Context: an optimization exercise on an open-source flow, tuned for small area and a short achievable clock period. The choices shown serve that exercise and are no tape-out recipe. RTL that was checked went through simulation tests only; none was proved equivalent to the original. Function not checked in runs 1, 2 and 5: the RTL went through the layout flow alone. No activity file was given, so power comes from the tool's default toggle rates.

--- config.mk ---
export PLATFORM = sky130hd
export DESIGN_NAME = memory_mc_top
export DESIGN_NICKNAME = memory_mc_top
export VERILOG_FILES = /design/flow/design.v
export SDC_FILE = /design/flow/constraint.sdc
export NUM_CORES = 4
export LEC_CHECK = 0
export CAP_MARGIN = 20
export CORE_MARGIN = 2
export CORE_UTILIZATION = 40
export SETUP_SLACK_MARGIN = 3.0
export SLEW_MARGIN = 20
export SYNTH_HIERARCHICAL = 1
export SYNTH_MINIMUM_KEEP_SIZE = 0
export TNS_END_PERCENT = 0
--- constraint.sdc ---
create_clock -name core_clock -period 5.5 [get_ports {clk}]
set_input_delay 1.1000 -clock core_clock [delete_from_list [all_inputs] [get_ports {clk}]]
set_output_delay 1.1000 -clock core_clock [all_outputs]
set_load 0.01 [all_outputs]
--- design.v ---
module memory_mc_arb #(
  parameter int unsigned NUM_CH = 4
) (
  input  logic [NUM_CH-1:0] ptr,       
  input  logic [NUM_CH-1:0] valid,
  output logic [NUM_CH-1:0] gnt
);
  logic [NUM_CH-1:0] prio [NUM_CH];
  always_comb begin
    for (int j = 0; j < NUM_CH; j++) begin
      for (int i = 0; i < NUM_CH; i++) begin
        prio[j][i] = 1'b0;
        for (int p = 0; p < NUM_CH; p++) begin
          if (j != i && ((j - p + NUM_CH) % NUM_CH) < ((i - p + NUM_CH) % NUM_CH)) begin
            prio[j][i] = prio[j][i] | ptr[p];
          end
        end
      end
    end
    for (int i = 0; i < NUM_CH; i++) begin
      logic blk;
      blk = 1'b0;
      for (int j = 0; j < NUM_CH; j++) blk = blk | (valid[j] & prio[j][i]);
      gnt[i] = valid[i] & ~blk;
    end
  end
endmodule
module memory_mc_sel #(
  parameter int unsigned WIDTH      = 32,
  parameter int unsigned DEPTH      = 64,
  parameter int unsigned ADDR_WIDTH = 7,
  parameter int unsigned NUM_CH     = 4,
  parameter int unsigned NLo        = 8,
  parameter int unsigned NHi        = 8
) (
  input  logic [NUM_CH-1:0]            gnt,         
  input  logic [NUM_CH-1:0]            gnt_d,       
  input  logic                         res,
  input  logic [NUM_CH-1:0]            ch_wr_rd,
  input  logic [NUM_CH*ADDR_WIDTH-1:0] ch_addr,
  input  logic [NUM_CH*WIDTH-1:0]      ch_wdata,
  input  logic [NUM_CH*WIDTH/8-1:0]    ch_wstrb,
  output logic [NUM_CH-1:0]            oor,         
  output logic [NLo-1:0]               lo_sel,      
  output logic [NHi-1:0]               hi_rd,       
  output logic [DEPTH*WIDTH/8-1:0]     wen,         
  output logic [WIDTH-1:0]             wdata_sel
);
  localparam int unsigned NumBytes = WIDTH / 8;
  localparam int unsigned LoW      = $clog2(NLo);
  localparam int unsigned HiW      = $clog2(NHi);
  logic [NLo-1:0]      lo_dec [NUM_CH];
  logic [NHi-1:0]      hi_dec [NUM_CH];
  logic [NUM_CH-1:0]   wr_ok;       
  logic [NLo-1:0]      lo_wr;
  logic [NHi-1:0]      hi_sel;
  logic [NumBytes-1:0] strb_sel;
  always_comb begin
    for (int i = 0; i < NUM_CH; i++) begin
      logic [ADDR_WIDTH-1:0] a;
      a         = ch_addr[i*ADDR_WIDTH +: ADDR_WIDTH];
      oor[i]    = (32'(a) >= DEPTH);
      wr_ok[i]  = res & ch_wr_rd[i] & ~oor[i];
      lo_dec[i] = NLo'(1) << a[LoW-1:0];
      hi_dec[i] = NHi'(1) << a[LoW +: HiW];
    end
    lo_sel    = '0;
    lo_wr     = '0;
    hi_rd     = '0;
    hi_sel    = '0;
    strb_sel  = '0;
    wdata_sel = '0;
    for (int i = 0; i < NUM_CH; i++) begin
      lo_sel    = lo_sel    | (lo_dec[i] & {NLo{gnt[i]}});
      lo_wr     = lo_wr     | (lo_dec[i] & {NLo{gnt[i] & wr_ok[i]}});
      hi_rd     = hi_rd     | (hi_dec[i] & {NHi{gnt[i] & ~oor[i]}});
      hi_sel    = hi_sel    | (hi_dec[i] & {NHi{gnt[i]}});
      strb_sel  = strb_sel  | (ch_wstrb[i*NumBytes +: NumBytes] & {NumBytes{gnt_d[i]}});
      wdata_sel = wdata_sel | (ch_wdata[i*WIDTH +: WIDTH] & {WIDTH{gnt_d[i]}});
    end
    for (int w = 0; w < DEPTH; w++) begin
      for (int b = 0; b < NumBytes; b++) begin
        wen[w*NumBytes + b] = hi_sel[w / NLo] & lo_wr[w % NLo] & strb_sel[b];
      end
    end
  end
endmodule
module memory_mc_rdmux #(
  parameter int unsigned WIDTH = 32,
  parameter int unsigned NLo   = 8,
  parameter int unsigned NHi   = 8
) (
  input  logic [NLo*NHi*WIDTH-1:0] mem,
  input  logic [NLo-1:0]           lo_sel,
  input  logic [NHi-1:0]           hi_sel,
  output logic [WIDTH-1:0]         rd
);
  logic [WIDTH-1:0] grp [NHi];
  always_comb begin
    rd = '0;
    for (int h = 0; h < NHi; h++) begin
      grp[h] = '0;
      for (int l = 0; l < NLo; l++) begin
        grp[h] = grp[h] | (mem[(h*NLo + l)*WIDTH +: WIDTH] & {WIDTH{lo_sel[l]}});
      end
      rd = rd | (grp[h] & {WIDTH{hi_sel[h]}});
    end
  end
endmodule
module memory_mc #(
  parameter int unsigned WIDTH      = 32,
  parameter int unsigned DEPTH      = 64,
  parameter int unsigned ADDR_WIDTH = 7,
  parameter int unsigned NUM_CH     = 4,
  parameter int unsigned RD_LAT     = 1
) (
  input  logic                         clk,
  input  logic                         res,
  input  logic [NUM_CH-1:0]            ch_valid,
  output logic [NUM_CH-1:0]            ch_ready,
  input  logic [NUM_CH-1:0]            ch_wr_rd,
  input  logic [NUM_CH*ADDR_WIDTH-1:0] ch_addr,
  input  logic [NUM_CH*WIDTH-1:0]      ch_wdata,
  input  logic [NUM_CH*WIDTH/8-1:0]    ch_wstrb,
  output logic [NUM_CH*WIDTH-1:0]      ch_rdata,
  output logic [NUM_CH-1:0]            ch_rvalid,
  output logic [NUM_CH-1:0]            ch_err
);
  localparam int unsigned NumBytes = WIDTH / 8;
  localparam int unsigned IdxW     = $clog2(DEPTH);
  localparam int unsigned NLo      = 1 << (IdxW / 2);
  localparam int unsigned NHi      = DEPTH / NLo;
  logic [NUM_CH-1:0] ptr_q;    
  logic [NUM_CH-1:0] gnt;      
  logic [NUM_CH-1:0] gnt_out;  
  logic [NUM_CH-1:0] gnt_d;    
  memory_mc_arb #(.NUM_CH(NUM_CH)) u_arb (.ptr(ptr_q), .valid(ch_valid), .gnt(gnt));
  memory_mc_arb #(.NUM_CH(NUM_CH)) u_arb_d (.ptr(ptr_q), .valid(ch_valid), .gnt(gnt_d));
  memory_mc_arb #(.NUM_CH(NUM_CH)) u_arb_out (.ptr(ptr_q), .valid(ch_valid), .gnt(gnt_out));
  assign ch_ready = gnt_out & {NUM_CH{res}};
  always_ff @(posedge clk or negedge res) begin
    if (!res) begin
      ptr_q <= NUM_CH'(1);
    end else if (|ch_valid) begin
      for (int i = 0; i < NUM_CH; i++) ptr_q[(i + 1) % NUM_CH] <= gnt[i];
    end
  end
  logic [NUM_CH-1:0]         oor;
  logic [NLo-1:0]            lo_sel;
  logic [NHi-1:0]            hi_rd;
  logic [DEPTH*NumBytes-1:0] wen;
  logic [WIDTH-1:0]          wdata_sel;
  memory_mc_sel #(
    .WIDTH(WIDTH), .DEPTH(DEPTH), .ADDR_WIDTH(ADDR_WIDTH), .NUM_CH(NUM_CH), .NLo(NLo), .NHi(NHi)
  ) u_sel (
    .gnt(gnt), .gnt_d(gnt_d), .res(res), .ch_wr_rd(ch_wr_rd), .ch_addr(ch_addr), .ch_wdata(ch_wdata),
    .ch_wstrb(ch_wstrb), .oor(oor), .lo_sel(lo_sel), .hi_rd(hi_rd), .wen(wen),
    .wdata_sel(wdata_sel)
  );
  logic [DEPTH*WIDTH-1:0] mem_q;
  always_ff @(posedge clk) begin
    for (int w = 0; w < DEPTH; w++) begin
      for (int b = 0; b < NumBytes; b++) begin
        if (wen[w*NumBytes + b]) begin
          mem_q[w*WIDTH + 8*b +: 8] <= wdata_sel[8*b +: 8];
        end
      end
    end
  end
  logic [WIDTH-1:0] rd_word;
  memory_mc_rdmux #(.WIDTH(WIDTH), .NLo(NLo), .NHi(NHi)) u_rd (
    .mem(mem_q), .lo_sel(lo_sel), .hi_sel(hi_rd), .rd(rd_word)
  );
  logic [NUM_CH-1:0]       rvalid_q, err_q;
  logic [NUM_CH*WIDTH-1:0] rdata_q;
  always_ff @(posedge clk or negedge res) begin
    if (!res) begin
      rvalid_q <= '0;
      err_q    <= '0;
      rdata_q  <= '0;
    end else begin
      for (int i = 0; i < NUM_CH; i++) begin
        rvalid_q[i] <= gnt_d[i] & ~ch_wr_rd[i];
        err_q[i]    <= gnt_d[i] & oor[i];
        if (gnt_d[i] && !ch_wr_rd[i]) begin
          rdata_q[i*WIDTH +: WIDTH] <= rd_word;   
        end
      end
    end
  end
  assign ch_rvalid = rvalid_q;
  assign ch_err    = err_q;
  assign ch_rdata  = rdata_q;
endmodule
module memory_mc_top (
  input  logic         clk,
  input  logic         res,
  input  logic [3:0]   ch_valid,
  output logic [3:0]   ch_ready,
  input  logic [3:0]   ch_wr_rd,
  input  logic [27:0]  ch_addr,
  input  logic [127:0] ch_wdata,
  input  logic [15:0]  ch_wstrb,
  output logic [127:0] ch_rdata,
  output logic [3:0]   ch_rvalid,
  output logic [3:0]   ch_err
);
  memory_mc #(
    .WIDTH     (32),
    .DEPTH     (64),
    .ADDR_WIDTH(7),
    .NUM_CH    (4),
    .RD_LAT    (1)
  ) u_mc (
    .clk      (clk),
    .res      (res),
    .ch_valid (ch_valid),
    .ch_ready (ch_ready),
    .ch_wr_rd (ch_wr_rd),
    .ch_addr  (ch_addr),
    .ch_wdata (ch_wdata),
    .ch_wstrb (ch_wstrb),
    .ch_rdata (ch_rdata),
    .ch_rvalid(ch_rvalid),
    .ch_err   (ch_err)
  );
endmodule
--- flow/run.sh ---
#!/bin/bash
# Standard ORFS layout, but ports are buffered with a plain buf_2 instead of
# the delay-cell buffer buffer_ports picks by default.
set -euo pipefail
export BUFFER_PORTS_ARGS="-buffer_cell sky130_fd_sc_hd__buf_2"
bash standard.sh finish > orfs_make.log 2>&1
--- standard.sh ---
#!/bin/bash
# synth_recipe.tcl (not shown) runs the flow's synth.tcl, then flattens the netlist and writes it again
# the make line also repeats each setting of config.mk as NAME=value (left out here)
make -C /OpenROAD-flow-scripts/flow DESIGN_CONFIG=/design/flow/config.mk WORK_HOME=/design/flow/orfs CLKGATE_MAP_FILE= SYNTH_SCRIPT=/design/flow/synth_recipe.tcl "${@:-finish}"
==> results of run 1 <==
## Yosys cell counts (all sizes together) (9+ instances only)
master	number
a22oi	1230
and3	12
buf	238
clkbuf	79
dfrtp	139
edfxtp	2048
mux2	132
nand2	55
nand2b	17
nand3	9
nand4	301
nor2	271
nor2b	11
o21ai	33
o22ai	32
## registers in the layout, indices dropped and copies added, names as in the netlist
name	cells
u_mc.ptr_q	4
u_mc.rvalid_q	4
u_mc.rdata_q	128
u_mc.mem_q	2048
u_mc.err_q	4
## area by class of cell
cell class              count  area, um2  area share [%]
clock buffers             290       5830            6.02
repair buffers            599       4710            4.86
well taps                2688       3360            3.47
multi-input cells        2176      16800            17.3
flip-flops and latches   2188      65000            67.1
inverters                   5       18.8          0.0194
diodes                      3       7.51         0.00775
clock inverters           105       1140            1.18
## timing repair
action / CTS / global route
endpoints found under the setup margin: 4282 / 4319
buffers inserted: 36 / 22
hold endpoints to repair: 2 / 0
gates cloned: 3 / 23
pin swaps: 34 / 40
gates resized for setup: 126 / 113
hold buffers: 1 / 0
## per-layer routing
metal | wire (um) | global-route usage (%)
met1 | 100000 | 30.6
met2 | 118000 | 35.4
met3 | 21100 | 3.48
met4 | 6490 | 6.58
met5 | 13 | 0
## critical path, stage by stage, from the launching register on
cell,delay [ps]
dfrtp_2,480
a22oi_1,210
and3_1,590
a22oi_1,160
nand2_1,440
o21ai_1,500
nor2_1,800
## kinds of logic (layout without fill, tap and decap cells)
group / Yosys count / in the layout / synth area share [%]
DFF: 2188 / 2188 / 78.9
AOI/OAI and AO/OA: 1319 / 1319 / 12.0
and+or+nand+nor: 723 / 725 / 4.73
buffers and inverters: 322 / 999 / 2.08
muxes: 132 / 132 / 2.33
other: 0 / 3 / 0
## final timing paths
kind / start / to / slack [ps] / cells after the start
worst min-delay path: res / u_mc.ptr_q[1] / 80 / 1
max in group asynchronous: res / u_mc.rdata_q[97] / 3760 / 3
worst min register to register: u_mc.rdata_q[65] / u_mc.rdata_q[65] / 500 / 1
min in group core_clock: u_mc.rdata_q[65] / u_mc.rdata_q[65] / 500 / 1
worst max register to register: u_mc.ptr_q[2] / u_mc.mem_q[309] / 1920 / 6
worst max-delay path: u_mc.ptr_q[2] / u_mc.mem_q[309] / 1920 / 6
## power by group
group          switching, mW  internal, mW
Sequential             0.350          19.8
Combinational           4.45          2.20
Clock                   6.40          7.98
## stage by stage
step	hold WS [ps]	worst slack [ps]	cells	cell area [um2]	power, mW
after detailed placement	493	632	7571	87900	26.7
final	83.2	1920	8054	96900	41.2
after CTS	29.0	2030	8006	95700	41.1
after floorplan	550	2310	4684	82600	23.7
after global placement	491	607	7570	87900	26.5
after global routing	55.7	1890	8054	96900	42.4
==> flow_summary_export.csv, run 1 <==
group,metric,value,unit
yosys,synth_flop_cell,"edfxtp_1",
clocking,clkSlewWorstSetupHoldPaths,60,ps
die,ios,322,
yosys,netlist_area,0.0824,mm2
yosys,synth.avg_cell_area,17.6,um2
sta,rsz0062_at_grt,"true",
worst_setup_path,critical_path_required,5980,ps
yosys,ys_top_cells_by_area,"edfxtp_1, a22oi_1, dfrtp_1",
yosys,yosys_warnings,14,
routing,routed_wl,245000,um
routing,vias,49000,
place,io_buffers,321,
yosys,async_reset_ff_share,6.40,%
die,dieArea,0.210,mm2
yosys,synth_edf_count,2048,
die,core,0.205,mm2
routing,drt-pass1-iter-count,8,
worst_setup_path,path_class,"register to register",
routing,ant_nets,0,
sta,hold_viol,0,
global_route,grt.overflow.total,0,
worst_setup_path,crit_fanout,11,
sta,slew_viol_final,0,
routing,via_per_inst,6.09,
routing,initialDrtViolationCount,6831,
place,dp_hpwl,144000,um
sta,max_freq,279,MHz
min_path,worstHoldPathType,"input pin to async pin",
yosys,yosysUniqueCellTypes,56,
sta,tns,0,ps
global_route,track_usage,21.9,%
die,num_rows,166,
routing,drc_errors,0,
sta,tightest_slew,1320,ps
die,chipWidth,458,um
yosys,synth-seq-cells,2188,
yosys,synth_area_leader_cell,"edfxtp_1",
sta,finalWorstPathRequiredPeriod,3580,ps
global_route,grt_pass1_wl,338000,um
die,fp.dieH,458,um
global_route,antenna_found_initial,7,
clocking,cts_tree,"built",
layout,layout_commonest_cell,"edfxtp_1",
global_route,grt_max_degree,97,
layout,synthToLayoutAreaGrowth,17.5,%
outcome,status,"complete, no violations",
yosys,ys_seq_area_share,78.9,%
clocking,htreeDepth,4,
power,power_density,425,mW/mm2
clocking,cts_buffer_depth,3,
worst_setup_path,worstSetupEndpointType,"register",
sta,fin_skew,106,ps
sta,slew_headroom,11.4,%
clocking,clockRootBuffer,"clkbuf_16",
sta,post-route-period-util,65.1,%
layout,nNetsFinal,5368,
layout,final_cell_mix,"edfxtp_1, a22oi_1, buf_2, nand4_1, clkbuf_16",
clocking,worstSkewPairLatency,920,ps
layout,utilization,47.3,%
place,gp_congestion,0.905,
clocking,numClockSinks,2188,
global_route,grt_pass1_vias,47200,
worst_setup_path,cp.arrival,4060,ps
yosys,synth_top_area_share,74.6,%
power,vdd_drop_max,0.000359,V
worst_setup_path,cp-start-kind,"register",
layout,fillCellCount,17100,
run,maxCapViolations,0,
sta,setup_viol,0,
clocking,cts_buffers,216,
yosys,synthCells,4684,
power,p_leak,31.3,nW
layout,layout-drive-gt1-share,24.9,%
die,start_util,40.2,%
routing,wl_per_cell,30.5,um
==> run 2, diff against run 1 <==
--- a/config.mk
+++ b/config.mk
@@ -9,4 +9,6 @@
 export CORE_MARGIN = 2
 export CORE_UTILIZATION = 40
+export CTS_CLUSTER_DIAMETER = 60
+export CTS_CLUSTER_SIZE = 30
 export SETUP_SLACK_MARGIN = 3.0
 export SLEW_MARGIN = 20
==> run 2 against run 1 <==
Total power down 6.1%. Clock power fell by 18%. Clock-buffer cell count down 146. Global-route usage up 0.36 points. Largest cell class unchanged. Largest power group unchanged.
==> flow_summary_export.csv, run 2 <==
group,metric,value,unit
yosys,synth-xor-area-share,0,%
worst_setup_path,cp.arrival,4230,ps
sta,fin_ws,1990,ps
place,io_buffers,321,
place,gp_congestion,0.905,
sta,fin_skew,68.1,ps
routing,wl_per_cell,30.7,um
yosys,synth_flop_cell,"edfxtp_1",
die,num_rows,166,
yosys,yosys.area_share.simple,4.73,%
clocking,hold_buffers,0,
layout,final_cell_mix,"edfxtp_1, a22oi_1, buf_2, nand4_1, buf_4",
die,fp.dieH,458,um
yosys,synth_area_leader_cell,"edfxtp_1",
sta,slew_headroom,7.60,%
power,p_leak,30.4,nW
layout,reg_top3,"u_mc.mem_q x2048, u_mc.rdata_q x128",
routing,drt-pass1-iter-count,7,
place,dp_hpwl,144000,um
layout,largest_reg_flops,2048,
worst_setup_path,critical-path-max-stage-delay,620,ps
layout,seqCellArea,0.0650,mm2
yosys,yosysUniqueCellTypes,56,
sta,setup_viol,0,
yosys,synthTopCellsByCount,"edfxtp_1, a22oi_1, nand4_1",
worst_setup_path,crit_chain,"a22oi_2, and3_4, nor2b_2, nand2_1, nand4_1, buf_4, buf_12, buf_12, a22oi_1, nand4_1, a22oi_1, nand4_1, buf_6, mux2_2",
power,pwr-share-comb,17.4,%
sta,tightest_slew,1380,ps
routing,vias,48700,
power,switching_power,11.3,mW
layout,fillCellCount,17300,
yosys,synth_top_area_share,74.6,%
clocking,clkSlewWorstSetupHoldPaths,90,ps
clocking,worstSkewPairLatency,860,ps
die,ios,322,
worst_setup_path,crit_top_cell,"nand4_1",
routing,via_per_inst,6.15,
routing,drc_errors,0,
layout,utilization,46.6,%
global_route,antenna_found_initial,7,
layout,fin_area,0.0955,mm2
clocking,cts_buffer_depth,3,
yosys,synth_top_family_by_area,"compound AO/OA/AOI/OAI gates",
yosys,synth_fa_ha_area_share,0,%
layout,final_cells,7915,
sta,tns,0,ps
place,dpl-instance-area,0.0879,mm2
routing,routed_wl,243000,um
global_route,track_usage,22.3,%
sta,post-route-period-util,63.7,%
worst_setup_path,cp-start-kind,"register",
sta,slew_viol_final,0,
layout,largest-register,"u_mc.mem_q",
place,pre_cts_slack,632,ps
worst_setup_path,crit_fanout,44,
clocking,clockRootBuffer,"clkbuf_16",
worst_setup_path,critical_path_required,6230,ps
yosys,synthCells,4684,
place,dp.cells,7571,
sta,rsz0062_at_grt,"true",
sta,max_freq,285,MHz
layout,layout-drive-gt1-share,26.1,%
yosys,synth.avg_cell_area,17.6,um2
min_path,worstHoldPathType,"input pin to async pin",
yosys,synthMostInstantiatedCell,"edfxtp_1",
layout,multi_input_area,0.0170,mm2
routing,ant_nets,0,
die,dieArea,0.210,mm2
routing,initialDrtViolationCount,6819,
yosys,synthMuxAreaShare,2.33,%
sta,hold_viol,0,
global_route,grt_pass1_wl,341000,um
yosys,synth_compound_area_share,12.0,%
power,internal_power,27.3,mW
run,maxCapViolations,0,
global_route,grt.overflow.total,0,
layout,nNetsFinal,5289,
clocking,htreeDepth,4,
global_route,grt_pass1_vias,46900,
worst_setup_path,path_class,"register to register",
die,chipWidth,458,um
worst_setup_path,worstSetupEndpointType,"register",
power,clockPowerShare,30.6,%
clocking,cts_buffers,138,
power,power_density,405,mW/mm2
yosys,synth_edf_count,2048,
sta,finalWorstPathRequiredPeriod,3510,ps
layout,layout_commonest_cell,"edfxtp_1",
power,vdd_drop_max,0.000365,V
yosys,yosys_warnings,14,
yosys,ys_seq_area_share,78.9,%
power,report.power.total,38.6,mW
power,pwr-share-seq,52.0,%
outcome,status,"complete, no violations",
global_route,grt_max_degree,97,
clocking,numClockSinks,2188,
yosys,netlist_area,0.0824,mm2
power,swShare,29.3,%
die,start_util,40.2,%
die,core,0.205,mm2
layout,synthToLayoutAreaGrowth,15.8,%
sta,fin_hold_ws,92.9,ps
worst_setup_path,cp_slowest_cell,"dfstp_2",
clocking,cts_tree,"built",
yosys,synth-seq-cells,2188,
yosys,async_reset_ff_share,6.40,%
yosys,ys_top_cells_by_area,"edfxtp_1, a22oi_1, dfrtp_1",
[run 2: cell count changes in the layout (fill, tap and decap cells not counted), sizes merged]
cell / previous run / this run
clkbuf: 311 / 156
inv: 10 / 60
clkinv: 82 / 50
bufinv: 10 / 3
bufbuf: 1 / 7
buf: 576 / 580
clkinvlp: 8 / 4
and3: 14 / 13
diode: 3 / 4
dlygate4sd3: 1 / 0
[run 2: power groups by stage]
| stage | registers [mW] | clock network, mW | logic (mW) |
|---|---|---|---|
| 3_5_place_dp | 20.5 | 0 | 6.17 |
| 3_3_place_gp | 20.5 | 0 | 6.05 |
| 2_1_floorplan | 20.6 | 0 | 3.10 |
| 5_1_grt | 20.2 | 12.6 | 7.08 |
| 4_1_cts | 20.1 | 12.0 | 6.56 |
| 6_report | 20.1 | 11.8 | 6.71 |
[run 2: path summary, 6_finish.rpt]
path,startpoint,cells after the start,to,slack (ps)
setup / recovery,u_mc.ptr_q[0],14,u_mc.rdata_q[0],1990
hold / removal,res,1,u_mc.ptr_q[3],90
setup reg to reg,u_mc.ptr_q[0],14,u_mc.rdata_q[0],1990
hold reg to reg,u_mc.rdata_q[65],1,u_mc.rdata_q[65],510
max in group asynchronous,res,3,u_mc.rdata_q[97],3750
min in group core_clock,u_mc.rdata_q[65],1,u_mc.rdata_q[65],510
[run 2: critical path, delay by kind of cell, from the launching register on]
kind	cells	cell delay [ps]
simple gates	6	990
compound gates	3	740
buf+inv	4	710
flops	1	620
mux	1	270
[run 2: cell type report]
class / instances / area share (%)
timing repair buffer: 599 / 5.07
sequential: 2188 / 68.1
antenna: 4 / 0.0105
inverter: 5 / 0.0197
multi-input combinational: 2175 / 17.9
clock buffer: 144 / 3.66
clock inverter: 112 / 1.76
tap: 2688 / 3.52
[run 2: timing repair]
item	in CTS	in global routing
pin swaps	54	47
setup buffers	51	8
setup endpoints to repair	4275	4317
gates resized for setup	220	116
cloned	15	9
[run 2: kinds of logic after synthesis]
logic type / after synthesis
flops: 2188
compound gates: 1319
simple gates: 723
buf+inv: 322
mux: 132
[run 2: layer usage]
layer	vias up	GRT usage (%)	wire, um
met1	25500	30.8	98800
met2	2505	36.0	117000
li1	20400	-	-
met4	2	6.88	7320
met5	-	0	20
met3	313	3.78	20400
==> run 3, diff against run 2 <==
--- a/design.v
+++ b/design.v
@@ -2,24 +2,13 @@
   parameter int unsigned NUM_CH = 4
 ) (
-  input  logic [NUM_CH-1:0] ptr,       
-  input  logic [NUM_CH-1:0] valid,
-  output logic [NUM_CH-1:0] gnt
-);
-  logic [NUM_CH-1:0] prio [NUM_CH];
-  always_comb begin
-    for (int j = 0; j < NUM_CH; j++) begin
-      for (int i = 0; i < NUM_CH; i++) begin
-        prio[j][i] = 1'b0;
-        for (int p = 0; p < NUM_CH; p++) begin
-          if (j != i && ((j - p + NUM_CH) % NUM_CH) < ((i - p + NUM_CH) % NUM_CH)) begin
-            prio[j][i] = prio[j][i] | ptr[p];
-          end
-        end
-      end
-    end
+  input  logic [NUM_CH*NUM_CH-1:0] prio,
+  input  logic [NUM_CH-1:0]        valid,
+  output logic [NUM_CH-1:0]        gnt
+);
+  always_comb begin
     for (int i = 0; i < NUM_CH; i++) begin
       logic blk;
       blk = 1'b0;
-      for (int j = 0; j < NUM_CH; j++) blk = blk | (valid[j] & prio[j][i]);
+      for (int j = 0; j < NUM_CH; j++) blk = blk | (valid[j] & prio[j*NUM_CH + i]);
       gnt[i] = valid[i] & ~blk;
     end
@@ -131,17 +120,40 @@
   localparam int unsigned NLo      = 1 << (IdxW / 2);
   localparam int unsigned NHi      = DEPTH / NLo;
-  logic [NUM_CH-1:0] ptr_q;    
-  logic [NUM_CH-1:0] gnt;      
-  logic [NUM_CH-1:0] gnt_out;  
-  logic [NUM_CH-1:0] gnt_d;    
-  memory_mc_arb #(.NUM_CH(NUM_CH)) u_arb (.ptr(ptr_q), .valid(ch_valid), .gnt(gnt));
-  memory_mc_arb #(.NUM_CH(NUM_CH)) u_arb_d (.ptr(ptr_q), .valid(ch_valid), .gnt(gnt_d));
-  memory_mc_arb #(.NUM_CH(NUM_CH)) u_arb_out (.ptr(ptr_q), .valid(ch_valid), .gnt(gnt_out));
+  localparam int unsigned NPair = NUM_CH * (NUM_CH - 1) / 2;
+  logic [NPair-1:0]         swap_q, swap_d;
+  logic [NUM_CH*NUM_CH-1:0] prio;      
+  logic [NUM_CH-1:0]        gnt;       
+  logic [NUM_CH-1:0]        gnt_out;   
+  logic [NUM_CH-1:0]        gnt_d;     
+  always_comb begin
+    for (int j = 0; j < NUM_CH; j++) begin
+      for (int i = 0; i < NUM_CH; i++) begin
+        if (j < i)      prio[j*NUM_CH + i] = ~swap_q[(j*NUM_CH - (j*(j+1))/2 + (i-j-1))];
+        else if (j > i) prio[j*NUM_CH + i] = swap_q[(i*NUM_CH - (i*(i+1))/2 + (j-i-1))];
+        else            prio[j*NUM_CH + i] = 1'b0;
+      end
+    end
+  end
+  memory_mc_arb #(.NUM_CH(NUM_CH)) u_arb (.prio(prio), .valid(ch_valid), .gnt(gnt));
+  memory_mc_arb #(.NUM_CH(NUM_CH)) u_arb_d (.prio(prio), .valid(ch_valid), .gnt(gnt_d));
+  memory_mc_arb #(.NUM_CH(NUM_CH)) u_arb_out (.prio(prio), .valid(ch_valid), .gnt(gnt_out));
   assign ch_ready = gnt_out & {NUM_CH{res}};
+  always_comb begin
+    for (int j = 0; j < NUM_CH; j++) begin
+      for (int i = j + 1; i < NUM_CH; i++) begin
+        logic t;
+        t = 1'b0;
+        for (int g = 0; g < NUM_CH; g++) begin
+          if (((i - g - 1 + 2*NUM_CH) % NUM_CH) < ((j - g - 1 + 2*NUM_CH) % NUM_CH)) t = t | gnt[g];
+        end
+        swap_d[(j*NUM_CH - (j*(j+1))/2 + (i-j-1))] = t;
+      end
+    end
+  end
   always_ff @(posedge clk or negedge res) begin
     if (!res) begin
-      ptr_q <= NUM_CH'(1);
+      swap_q <= '0;
     end else if (|ch_valid) begin
-      for (int i = 0; i < NUM_CH; i++) ptr_q[(i + 1) % NUM_CH] <= gnt[i];
+      swap_q <= swap_d;
     end
   end
==> run 3 against run 2 <==
Still clean on timing, DRC and antenna. First-iteration DRC count rose by 7.2%. Synthesized cell count up 0.43%. Register-to-register slack barely moved. Synthesized area is 0.60% lower. Combinational power decreased by 64%. Total power shrank 17%. Critical endpoint is now u_mc.mem_q[1143]. Highest routed layer unchanged.
==> flow_summary_export.csv, run 3 <==
group,metric,value,unit
outcome,status,"complete, no violations",
yosys,yosysUniqueCellTypes,52,
worst_setup_path,r2r_start,"u_mc.swap_q[2]",
global_route,track_usage,23.8,%
clocking,clockRootBuffer,"clkbuf_16",
global_route,grt.overflow.total,0,
yosys,yosys_warnings,13,
layout,synthToLayoutAreaGrowth,16.9,%
worst_setup_path,r2r_slack,2000,ps
yosys,synth-seq-cells,2190,
sta,finalWorstPathRequiredPeriod,3530,ps
global_route,antenna_found_initial,24,
sta,slew_headroom,24.2,%
sta,post-route-period-util,64.2,%
yosys,synth.avg_cell_area,17.4,um2
layout,final_cell_mix,"edfxtp_1, a22oi_1, buf_2, nand4_1, buf_4",
yosys,ys_top_cells_by_area,"edfxtp_1, a22oi_1, dfrtp_1",
die,fp.dieH,457,um
worst_setup_path,worstSetupEndpointType,"register",
clocking,numClockSinks,2190,
routing,drt-pass1-iter-count,5,
yosys,async_reset_ff_share,6.48,%
place,gp_congestion,0.913,
clocking,worstSkewPairLatency,830,ps
worst_setup_path,cp.arrival,3980,ps
global_route,grt_pass1_wl,359000,um
sta,setup_viol,0,
place,dp_hpwl,151000,um
sta,rsz0062_at_grt,"true",
global_route,grt_pass1_vias,47400,
clocking,cts_buffers,121,
routing,ant_nets,0,
power,power_density,333,mW/mm2
layout,largest-register,"u_mc.mem_q",
clocking,hold_buffers,0,
die,ios,322,
power,p_leak,30.5,nW
die,chipWidth,457,um
yosys,synth_edf_count,2048,
yosys,netlist_area,0.0819,mm2
layout,reg_top3,"u_mc.mem_q x2048, u_mc.rdata_q x128, u_mc.swap_q x6",
routing,initialDrtViolationCount,7307,
sta,slew_viol_final,0,
yosys,synth_flop_cell,"edfxtp_1",
yosys,synthMostInstantiatedCell,"edfxtp_1",
place,io_buffers,321,
yosys,synthCells,4704,
routing,wl_per_cell,32.6,um
die,start_util,40.1,%
worst_setup_path,critical_path_required,5950,ps
clocking,cts_buffer_depth,3,
clocking,htreeDepth,3,
sta,tightest_slew,1140,ps
sta,tns,0,ps
yosys,synth_top_area_share,75.1,%
yosys,ys_seq_area_share,79.4,%
yosys,synth_area_leader_cell,"edfxtp_1",
die,dieArea,0.208,mm2
run,maxCapViolations,0,
layout,layout-drive-gt1-share,27.2,%
sta,max_freq,283,MHz
global_route,grt_max_degree,81,
die,core,0.204,mm2
clocking,cts_tree,"built",
layout,largest_reg_flops,2048,
worst_setup_path,crit_fanout,24,
routing,routed_wl,261000,um
die,num_rows,166,
layout,utilization,46.9,%
routing,via_per_inst,6.22,
layout,nNetsFinal,5371,
routing,drc_errors,0,
yosys,synthTopCellsByCount,"edfxtp_1, a22oi_1, nand4_1",
sta,hold_viol,0,
worst_setup_path,reg2reg_to,"u_mc.mem_q[1143]",
worst_setup_path,cp-start-kind,"input pin",
routing,vias,49800,
sta,fin_skew,53.4,ps
layout,layout_commonest_cell,"edfxtp_1",
power,vdd_drop_max,0.000275,V
min_path,worstHoldPathType,"input pin to async pin",
layout,fillCellCount,17200,
clocking,clkSlewWorstSetupHoldPaths,110,ps
worst_setup_path,path_class,"input pin to register",
worst_setup_path,reg2reg_depth,9,
## run 3: cell count changes after synthesis, sizes merged
cell	delta
a22oi	+6
and3	-12
and4b	+12
conb	+1
dfrtp	+3
dfstp	-1
inv	+6
mux2	-1
mux2i	+3
nand2	+12
nor2	+2
nor3	+1
o22ai	-12
## run 3: logic make-up after synthesis
| family | Yosys count | share of synthesized area (%) |
|---|---|---|
| buffers and inverters | 328 | 1.90 |
| DFF | 2190 | 79.4 |
| AOI/OAI and AO/OA | 1313 | 12.0 |
| other | 1 | 0.00458 |
| and+or+nand+nor | 738 | 4.84 |
| muxes | 134 | 1.84 |
## run 3: cell type report
| cell class | instances | area [um2] | area share, % |
|---|---|---|---|
| sequential | 2190 | 65100 | 67.9 |
| tap | 2688 | 3360 | 3.51 |
| clock inverter | 105 | 1360 | 1.42 |
| timing repair buffer | 665 | 5740 | 5.99 |
| inverter | 11 | 41.3 | 0.0431 |
| multi-input combinational | 2200 | 17100 | 17.8 |
| antenna | 16 | 40.0 | 0.0418 |
| clock buffer | 127 | 3100 | 3.24 |
## run 3: what timing repair did
item,4_1_cts,5_1_grt
setup endpoints to repair,4028,4250
setup buffers,97,13
gates cloned,25,13
endpoints found under the hold margin,0,0
resized for setup,268,99
pin swaps,79,51
## run 3: worst max-delay path by stage
stage / endpoint / start / cells past startpoint / slack, ps
4_1_cts: u_mc.rdata_q[68] / u_mc.swap_q[5] / 15 / 2120
3_3_place_gp: u_mc.rdata_q[55] / ch_valid[2] / 14 / 520
6_report: u_mc.mem_q[1143] / ch_valid[0] / 9 / 1970
2_1_floorplan: u_mc.rdata_q[47] / ch_valid[0] / 12 / 2320
3_5_place_dp: u_mc.rdata_q[49] / ch_valid[2] / 14 / 510
5_1_grt: u_mc.rdata_q[14] / u_mc.swap_q[5] / 14 / 2000
## run 3: report_power, final
part           switching (mW)  internal [mW]
combinational            1.72          0.717
clock                    6.18           4.63
sequential             0.0569           18.6
total                    7.96           23.9
## run 3: worst max-delay path, stage by stage
cell	delay, ps
buf_4	170
a22oi_2	280
and4b_4	390
nor2b_1	270
nand3_1	150
buf_4	170
o221a_4	520
buf_4	400
nor2_2	500
## run 3: metal layers
metal / GRT usage (%) / wire (um) / up-vias
li1: - / - / 20600
met1: 33.1 / 104000 / 26100
met2: 38.3 / 125000 / 2724
met3: 3.36 / 21600 / 414
met4: 8.73 / 10800 / 2
met5: 0 / 13 / -
## run 3: through the flow
| step | total power [mW] | hold WS [ps] | setup WS (ps) | instances | area, um2 |
|---|---|---|---|---|---|
| finish | 31.9 | 165 | 1970 | 8002 | 95800 |
| global route | 32.7 | 141 | 2000 | 7998 | 95800 |
| CTS | 31.9 | 120 | 2120 | 7958 | 94800 |
| detailed placement | 21.1 | 488 | 507 | 7604 | 87900 |
| global placement | 21.1 | 483 | 518 | 7603 | 87900 |
| floorplan | 20.1 | 548 | 2320 | 4715 | 82400 |
==> run 4, diff against run 3 <==
==> flow/run.sh (replaced) <==
#!/bin/bash
# Standard ORFS layout, but ports are buffered with a plain buf_1 instead of
# the delay-cell buffer buffer_ports picks by default.
set -euo pipefail
export BUFFER_PORTS_ARGS="-buffer_cell sky130_fd_sc_hd__buf_1"
bash standard.sh finish > orfs_make.log 2>&1
--- a/config.mk
+++ b/config.mk
@@ -8,7 +8,7 @@
 export CAP_MARGIN = 20
 export CORE_MARGIN = 2
-export CORE_UTILIZATION = 40
-export CTS_CLUSTER_DIAMETER = 60
-export CTS_CLUSTER_SIZE = 30
+export CORE_UTILIZATION = 55
+export CTS_CLUSTER_DIAMETER = 70
+export CTS_CLUSTER_SIZE = 40
 export SETUP_SLACK_MARGIN = 3.0
 export SLEW_MARGIN = 20
==> run 4 against run 3 <==
Worst setup slack lost 0.67 ps. Sequential cell count is the same. Cell count down 9.5%. Die area down 27%. Combinational power down 2%. Largest power group unchanged. Critical path type unchanged. Clock skew shrank 18 ps. Maximum frequency is essentially flat. Still clean on timing, DRC and antenna. Worst hold slack improved by 350 ps. Final area shrank 0.89%.
==> flow_summary_export.csv, run 4 <==
group,metric,value,unit
yosys,synth_top_area_share,75.1,%
place,dp_hpwl,140000,um
power,p_leak,29.4,nW
clocking,cts_tree,"built",
yosys,synth_top_family_by_area,"compound AO/OA/AOI/OAI gates",
routing,initialDrtViolationCount,6600,
layout,largest_reg_flops,2048,
run,maxCapViolations,0,
worst_setup_path,crit_fanout,8,
yosys,synth.avg_cell_area,17.4,um2
global_route,track_usage,31.8,%
sta,slew_headroom,21.7,%
yosys,synth-seq-cells,2190,
yosys,synth_edf_count,2048,
global_route,antenna_found_initial,31,
worst_setup_path,reg2reg_to,"u_mc.rdata_q[113]",
sta,tightest_slew,1170,ps
clocking,clockRootBuffer,"clkbuf_16",
layout,utilization,64.2,%
sta,post-route-period-util,64.2,%
clocking,cts_buffer_depth,3,
sta,finalWorstPathRequiredPeriod,3530,ps
power,pwr-share-seq,58.5,%
layout,layout-drive-gt1-share,22.8,%
die,num_rows,141,
yosys,yosys.area_share.simple,4.84,%
die,chipWidth,390,um
global_route,grt_max_degree,102,
yosys,synth_area_leader_cell,"edfxtp_1",
die,core,0.148,mm2
sta,setup_viol,0,
routing,wl_per_cell,34.9,um
layout,synthToLayoutAreaGrowth,15.9,%
power,internal_power,24.0,mW
clocking,numClockSinks,2190,
sta,max_freq,283,MHz
yosys,netlist_area,0.0819,mm2
die,ios,322,
worst_setup_path,r2r_slack,2020,ps
power,switching_power,7.81,mW
layout,reg_top3,"u_mc.mem_q x2048, u_mc.rdata_q x128, u_mc.swap_q x6",
yosys,synth_fa_ha_area_share,0,%
yosys,synth_flop_cell,"edfxtp_1",
sta,hold_viol,0,
yosys,synth-xor-area-share,0,%
routing,ant_nets,0,
place,io_buffers,321,
worst_setup_path,reg2reg_depth,14,
die,start_util,55.4,%
yosys,synthMostInstantiatedCell,"edfxtp_1",
layout,final_cell_mix,"edfxtp_1, a22oi_1, buf_1, nand4_1, buf_4",
power,power_density,335,mW/mm2
routing,vias,49900,
sta,slew_viol_final,0,
die,fp.dieH,390,um
layout,nNetsFinal,5372,
yosys,async_reset_ff_share,6.48,%
yosys,synthTopCellsByCount,"edfxtp_1, a22oi_1, nand4_1",
yosys,synth_compound_area_share,12.0,%
clocking,clkSlewWorstSetupHoldPaths,90,ps
sta,rsz0062_at_grt,"true",
worst_setup_path,path_class,"input pin to register",
power,pwr-share-comb,7.5,%
clocking,cts_buffers,121,
worst_setup_path,cp.arrival,3950,ps
min_path,holdPathEnd,"u_mc.rdata_q[110]",
routing,via_per_inst,6.90,
power,vdd_drop_max,0.000270,V
yosys,synthMuxAreaShare,1.84,%
place,gp_congestion,0.933,
min_path,hold_path_startpoint,"u_mc.rdata_q[110]",
power,swShare,24.5,%
power,clockPowerShare,34.0,%
yosys,yosys_warnings,13,
layout,layout_commonest_cell,"edfxtp_1",
yosys,ys_seq_area_share,79.4,%
worst_setup_path,cp-start-kind,"input pin",
global_route,grt_pass1_wl,346000,um
outcome,status,"complete, no violations",
sta,fin_hold_ws,511,ps
global_route,grt.overflow.total,0,
sta,tns,0,ps
worst_setup_path,worstSetupEndpointType,"register",
clocking,htreeDepth,3,
routing,drt-pass1-iter-count,9,
min_path,hold_depth,1,
global_route,grt_pass1_vias,47300,
min_path,worstHoldPathType,"register to register",
die,dieArea,0.152,mm2
clocking,worstSkewPairLatency,790,ps
layout,largest-register,"u_mc.mem_q",
yosys,synthCells,4704,
routing,routed_wl,253000,um
routing,drc_errors,0,
yosys,ys_top_cells_by_area,"edfxtp_1, a22oi_1, dfrtp_1",
worst_setup_path,r2r_start,"u_mc.swap_q[1]",
sta,fin_skew,35.7,ps
worst_setup_path,critical_path_required,5920,ps
yosys,yosysUniqueCellTypes,52,
run 4: area by class of cell:
class                      count  area (um2)
antenna                       10        25.0
clock buffer                 125        3100
clock inverter               107        1410
fill                       10500       52900
inverter                      11        41.3
multi-input combinational   2200       17500
sequential                  2190       65100
tap                         1930        2410
timing repair buffer         666        5400
run 4: what timing repair did:
| action | 4_1_cts | 5_1_grt |
|---|---|---|
| hold buffers | 0 | 0 |
| setup endpoints to repair | 4247 | 4260 |
| buffers inserted | 115 | 26 |
| cloned | 25 | 17 |
| gates resized for setup | 312 | 180 |
| pin swaps | 94 | 76 |
run 4: power groups by stage:
stage / sequential [mW] / clock [mW] / combinational [mW]
6_report: 18.6 / 10.8 / 2.40
5_1_grt: 18.6 / 11.5 / 2.52
4_1_cts: 18.6 / 10.9 / 2.25
3_5_place_dp: 19.0 / 0 / 2.02
3_3_place_gp: 19.0 / 0 / 1.99
2_1_floorplan: 19.0 / 0 / 1.02
run 4: kinds of logic after synthesis:
group,Yosys count
flip-flops,2190
AO/OA/AOI/OAI,1313
AND/OR/NAND/NOR,738
buffers and inverters,328
multiplexers,134
other,1
run 4: critical path, stage by stage:
cell,delay [ps]
clkbuf_4,150
buf_6,140
a22oi_2,270
and4b_4,370
nand2b_1,250
o22ai_1,680
o21ai_2,430
nor2_2,530
run 4: metal layers:
layer | global-route usage [%] | share of wire, % | vias to the layer above
met5 | 0 | 0.15 | -
met4 | 8.89 | 3.0 | 30
met3 | 6.40 | 10 | 415
met2 | 49.9 | 47 | 2963
met1 | 45.8 | 39 | 25900
li1 | - | - | 20600
run 4: how the worst max path moves through the flow:
stage / from / end / slack, ps / cells past startpoint
after floorplan: ch_valid[0] / u_mc.rdata_q[47] / 2320 / 12
final: ch_valid[2] / u_mc.mem_q[405] / 1970 / 8
after global routing: u_mc.swap_q[5] / u_mc.mem_q[1981] / 2010 / 8
after global placement: ch_valid[3] / u_mc.rdata_q[39] / 290 / 12
after CTS: u_mc.swap_q[2] / u_mc.rdata_q[79] / 2150 / 14
after detailed placement: ch_valid[3] / u_mc.rdata_q[39] / 480 / 12
run 4: stage by stage:
stage / worst slack (ps) / power (mW) / area (um2) / std cells
2_1_floorplan: 2320 / 20.1 / 82400 / 4715
3_3_place_gp: 291 / 21.0 / 86200 / 6810
3_5_place_dp: 475 / 21.0 / 86200 / 6812
4_1_cts: 2150 / 31.8 / 93500 / 7184
5_1_grt: 2010 / 32.7 / 94900 / 7234
6_report: 1970 / 31.9 / 94900 / 7239
==> run 5, diff against run 4 <==
--- a/design.v
+++ b/design.v
@@ -80,12 +80,11 @@
   parameter int unsigned NHi   = 8
 ) (
-  input  logic [NLo*NHi*WIDTH-1:0] mem,
-  input  logic [NLo-1:0]           lo_sel,
-  input  logic [NHi-1:0]           hi_sel,
-  output logic [WIDTH-1:0]         rd
+  input  logic [NLo*NHi*WIDTH-1:0]   mem,
+  input  logic [NLo-1:0]             lo_sel,
+  input  logic [NHi-1:0]             hi_sel,
+  output logic [NHi/2*WIDTH-1:0]     part_n
 );
   logic [WIDTH-1:0] grp [NHi];
   always_comb begin
-    rd = '0;
     for (int h = 0; h < NHi; h++) begin
       grp[h] = '0;
@@ -93,5 +92,26 @@
         grp[h] = grp[h] | (mem[(h*NLo + l)*WIDTH +: WIDTH] & {WIDTH{lo_sel[l]}});
       end
-      rd = rd | (grp[h] & {WIDTH{hi_sel[h]}});
+    end
+    for (int k = 0; k < NHi / 2; k++) begin
+      part_n[k*WIDTH +: WIDTH] = ~((grp[2*k] & {WIDTH{hi_sel[2*k]}}) |
+                                   (grp[2*k+1] & {WIDTH{hi_sel[2*k+1]}}));
+    end
+  end
+endmodule
+module memory_mc_rdout #(
+  parameter int unsigned WIDTH = 32,
+  parameter int unsigned NPART = 4
+) (
+  input  logic [NPART*WIDTH-1:0] part_n,
+  input  logic                   load,
+  input  logic [WIDTH-1:0]       q,
+  output logic [WIDTH-1:0]       d
+);
+  always_comb begin
+    for (int b = 0; b < WIDTH; b++) begin
+      logic all_n;
+      all_n = 1'b1;
+      for (int k = 0; k < NPART; k++) all_n = all_n & part_n[k*WIDTH + b];
+      d[b] = load ? ~all_n : q[b];
     end
   end
@@ -180,10 +200,16 @@
     end
   end
-  logic [WIDTH-1:0] rd_word;
+  logic [NHi/2*WIDTH-1:0] rd_part_n;
   memory_mc_rdmux #(.WIDTH(WIDTH), .NLo(NLo), .NHi(NHi)) u_rd (
-    .mem(mem_q), .lo_sel(lo_sel), .hi_sel(hi_rd), .rd(rd_word)
+    .mem(mem_q), .lo_sel(lo_sel), .hi_sel(hi_rd), .part_n(rd_part_n)
   );
   logic [NUM_CH-1:0]       rvalid_q, err_q;
-  logic [NUM_CH*WIDTH-1:0] rdata_q;
+  logic [NUM_CH*WIDTH-1:0] rdata_q, rdata_d;
+  for (genvar gi = 0; gi < NUM_CH; gi++) begin : g_rdout
+    memory_mc_rdout #(.WIDTH(WIDTH), .NPART(NHi / 2)) u_rdout (
+      .part_n(rd_part_n), .load(gnt_d[gi] & ~ch_wr_rd[gi]),
+      .q(rdata_q[gi*WIDTH +: WIDTH]), .d(rdata_d[gi*WIDTH +: WIDTH])
+    );
+  end
   always_ff @(posedge clk or negedge res) begin
     if (!res) begin
@@ -195,8 +221,6 @@
         rvalid_q[i] <= gnt_d[i] & ~ch_wr_rd[i];
         err_q[i]    <= gnt_d[i] & oor[i];
-        if (gnt_d[i] && !ch_wr_rd[i]) begin
-          rdata_q[i*WIDTH +: WIDTH] <= rd_word;   
-        end
-      end
+      end
+      rdata_q <= rdata_d;
     end
   end
==> flow/run.sh (replaced) <==
#!/bin/bash
# Standard ORFS layout, but ports are buffered with a plain buf_2 instead of
# the delay-cell buffer buffer_ports picks by default.
set -euo pipefail
export BUFFER_PORTS_ARGS="-buffer_cell sky130_fd_sc_hd__buf_2"
bash standard.sh finish > orfs_make.log 2>&1
--- a/config.mk
+++ b/config.mk
@@ -8,7 +8,7 @@
 export CAP_MARGIN = 20
 export CORE_MARGIN = 2
-export CORE_UTILIZATION = 55
-export CTS_CLUSTER_DIAMETER = 70
-export CTS_CLUSTER_SIZE = 40
+export CORE_UTILIZATION = 40
+export CTS_CLUSTER_DIAMETER = 60
+export CTS_CLUSTER_SIZE = 30
 export SETUP_SLACK_MARGIN = 3.0
 export SLEW_MARGIN = 20
==> run 5 against run 4 <==
Still clean on timing, DRC and antenna. Non-clock buffer count increased by 68. Cell count rose by 15%. Critical path depth increased by 7. Via count is 3.2% higher. Maximum frequency increased by 4.8%. Critical path type unchanged. Largest power group unchanged.
==> flow_summary_export.csv, run 5 <==
group,metric,value,unit
die,chipWidth,460,um
sta,slew_headroom,15.0,%
power,power_density,341,mW/mm2
clocking,worstSkewPairLatency,840,ps
clocking,clkSlewWorstSetupHoldPaths,90,ps
sta,post-route-period-util,61.3,%
global_route,track_usage,22.9,%
power,swShare,25.7,%
sta,max_freq,297,MHz
global_route,grt_pass1_vias,48500,
sta,hold_viol,0,
worst_setup_path,reg2reg_depth,15,
worst_setup_path,cp-start-kind,"input pin",
clocking,clockRootBuffer,"clkbuf_16",
layout,fillCellCount,17400,
sta,tightest_slew,1280,ps
sta,finalWorstPathRequiredPeriod,3370,ps
routing,vias,51500,
yosys,synth_edf_count,2048,
power,internal_power,24.9,mW
yosys,synth_top_area_share,74.0,%
place,gp_congestion,0.919,
routing,routed_wl,266000,um
routing,drt-pass1-iter-count,6,
routing,wl_per_cell,32.0,um
sta,rsz0062_at_grt,"true",
outcome,status,"complete, no violations",
layout,synthToLayoutAreaGrowth,18.4,%
worst_setup_path,reg2reg_to,"u_mc.rdata_q[123]",
yosys,synthMostInstantiatedCell,"edfxtp_1",
routing,via_per_inst,6.19,
layout,final_cell_mix,"edfxtp_1, a22oi_1, buf_2, nand4_1, buf_4",
run,maxCapViolations,0,
global_route,antenna_found_initial,13,
yosys,yosysUniqueCellTypes,55,
worst_setup_path,worstSetupEndpointType,"register",
power,clockPowerShare,34.1,%
die,num_rows,167,
yosys,netlist_area,0.0831,mm2
die,start_util,40.2,%
global_route,grt_pass1_wl,352000,um
yosys,synth_flop_cell,"edfxtp_1",
power,p_leak,30.5,nW
global_route,grt.overflow.total,0,
clocking,numClockSinks,2190,
worst_setup_path,crit_fanout,14,
die,core,0.207,mm2
yosys,synth.avg_cell_area,16.8,um2
min_path,worstHoldPathType,"input pin to async pin",
sta,slew_viol_final,0,
layout,layout-drive-gt1-share,27.9,%
sta,setup_viol,0,
yosys,async_reset_ff_share,6.48,%
die,fp.dieH,460,um
power,switching_power,8.61,mW
routing,ant_nets,0,
power,pwr-share-comb,9.2,%
yosys,synth-seq-cells,2190,
yosys,yosys_warnings,14,
die,dieArea,0.211,mm2
layout,largest-register,"u_mc.mem_q",
worst_setup_path,r2r_start,"u_mc.swap_q[4]",
worst_setup_path,r2r_slack,2140,ps
power,pwr-share-seq,56.7,%
sta,tns,0,ps
routing,drc_errors,0,
routing,initialDrtViolationCount,7131,
clocking,cts_buffers,133,
place,dp_hpwl,156000,um
clocking,cts_tree,"built",
place,io_buffers,321,
clocking,htreeDepth,4,
yosys,ys_seq_area_share,78.3,%
die,ios,322,
layout,nNetsFinal,5674,
power,report.power.total,33.6,mW
worst_setup_path,path_class,"input pin to register",
power,vdd_drop_max,0.000320,V
worst_setup_path,critical_path_required,6180,ps
global_route,grt_max_degree,98,
yosys,synth_area_leader_cell,"edfxtp_1",
yosys,synthCells,4937,
yosys,synthTopCellsByCount,"edfxtp_1, a22oi_1, nor2_1",
layout,layout_commonest_cell,"edfxtp_1",
clocking,cts_buffer_depth,3,
yosys,ys_top_cells_by_area,"edfxtp_1, a22oi_1, dfrtp_1",
worst_setup_path,cp.arrival,4050,ps
sta,fin_skew,48.2,ps
layout,largest_reg_flops,2048,
layout,reg_top3,"u_mc.mem_q x2048, u_mc.rdata_q x128, u_mc.swap_q x6",
## run 5: changes by cell type in the layout (fill, tap and decap cells not counted), moves of 21 or more
| cell | delta |
|---|---|
| a21oi_1 | +46 |
| a21oi_2 | +82 |
| and4_1 | +115 |
| buf_1 | -316 |
| buf_2 | +315 |
| buf_4 | +26 |
| buf_6 | +29 |
| clkbuf_16 | +32 |
| mux2_2 | -124 |
| nand4_1 | -32 |
| nor2_1 | +144 |
| nor2_2 | -37 |
| nor2_4 | +21 |
## run 5: stage by stage
| step | cell area (um2) | setup WS, ps | cells | utilization (%) | hold slack (ps) |
|---|---|---|---|---|---|
| 2_1_floorplan | 83300 | 2250 | 4948 | - | 548 |
| 3_3_place_gp | 88800 | 662 | 7855 | 42.9 | 494 |
| 3_5_place_dp | 88800 | 605 | 7856 | 42.9 | 499 |
| 4_1_cts | 94300 | 1870 | 8112 | 45.6 | 11.4 |
| 5_1_grt | 98400 | 2130 | 8316 | 47.6 | 30.2 |
| 6_report | 98400 | 2130 | 8316 | 47.6 | 56.4 |
## run 5: layout make-up
cell class	instances	area (um2)	area share (%)
diodes	9	22.5	0.0229
multi-input cells	2425	18600	18.8
repair buffers	734	6540	6.65
clock inverters	105	1410	1.44
flip-flops and latches	2190	65100	66.1
clock buffers	141	3420	3.48
inverters	8	32.5	0.0331
well taps	2704	3380	3.44
## run 5: cell families after synthesis
kind of cell	count (synthesis)	share of synthesized area (%)
DFF	2190	78.3
AOI/OAI and AO/OA	1441	13.0
and+or+nand+nor	962	6.46
buffers and inverters	337	2.23
muxes	6	0.0768
other	1	0.00451
## run 5: critical path, cell delays in order
cell     delay [ps]
buf_4           190
a22oi_1         120
and4b_2         300
buf_4           160
nand3_1          90
nand4_1         220
buf_4           240
buf_6           130
buf_12          150
buf_12          150
a22oi_2         130
nand4_1         230
a22oi_2         420
and4_4          340
a21oi_2          70
## run 5: how the worst max path moves through the flow
stage / slack (ps) / endpoint / depth (start not counted) / from
2_1_floorplan: 2250 / u_mc.rdata_q[0] / 12 / ch_valid[0]
4_1_cts: 1870 / u_mc.mem_q[1178] / 7 / u_mc.swap_q[1]
6_report: 2130 / u_mc.rdata_q[123] / 15 / ch_valid[0]
5_1_grt: 2130 / u_mc.rdata_q[52] / 14 / u_mc.swap_q[5]
3_3_place_gp: 660 / u_mc.rdata_q[80] / 12 / ch_valid[2]
3_5_place_dp: 610 / u_mc.rdata_q[80] / 12 / ch_valid[2]
## run 5: metal layers
layer  vias up  GRT usage [%]  routed length [um]  part of all wire (%)
met5         -              0                  13                0.0049
met4         2           8.22               10500                   4.0
met3       419           3.22               23600                   8.9
met2      2788           37.9              129000                    49
met1     26700           31.0              102000                    38
li1      21600              -                   -                     -
## run 5: what timing repair did
action,4_1_cts,5_1_grt
setup endpoints to repair,4271,4324
setup buffers,10,144
hold endpoints to repair,0,0
hold buffers,0,0
cloned,0,49
resized for setup,170,433
pin swaps,7,176
## run 5: power by group through the flow
stage                     combinational, mW  clock (mW)  sequential [mW]
after global placement                 2.73           0             19.4
after floorplan                        1.27           0             19.4
after global routing                   3.30        12.1             19.1
after CTS                              2.82        11.6             19.0
after detailed placement               2.78           0             19.4
final                                  3.10        11.4             19.0

-- what the ideal ports hide --
Ports are ideal in the flow. The routed layouts listed here were re-timed in OpenROAD. Step 1 (the two cells are an assumption about what drives the block):
set clk [get_ports {clk}]
set_driving_cell -lib_cell sky130_fd_sc_hd__clkbuf_16 $clk
set_driving_cell -lib_cell sky130_fd_sc_hd__buf_2 [delete_from_list [all_inputs] $clk]
Step 2 moves the port delays by t, midway between the first and last clock arrival at a register: inputs arrive t later, outputs are due t later. That takes back most of the time a late clock gives input paths. Slacks: ideal / step 1 / step 2; pairs: ideal / step 1.
run | shift t [ns] | setup slack, ns | worst hold slack (ns)
run 1 | 0.959 | 1.920 / 1.920 / 1.025 | 0.083 / 0.033 / 0.505
run 2 | 0.921 | 1.995 / 1.995 / 1.146 | 0.093 / 0.044 / 0.511
run 3 | 0.897 | 1.968 / 1.977 / 1.096 | 0.165 / 0.156 / 0.507
run 4 | 0.863 | 1.968 / 2.004 / 1.141 | 0.511 / 0.511 / 0.511
run 5 | 0.908 | 2.130 / 2.135 / 1.287 | 0.056 / 0.005 / 0.515
After both steps setup and hold are still met in every run listed. The setup slack of run 1, which loses most, moves by 0.000 ns with the drivers and by -0.895 ns with both steps.
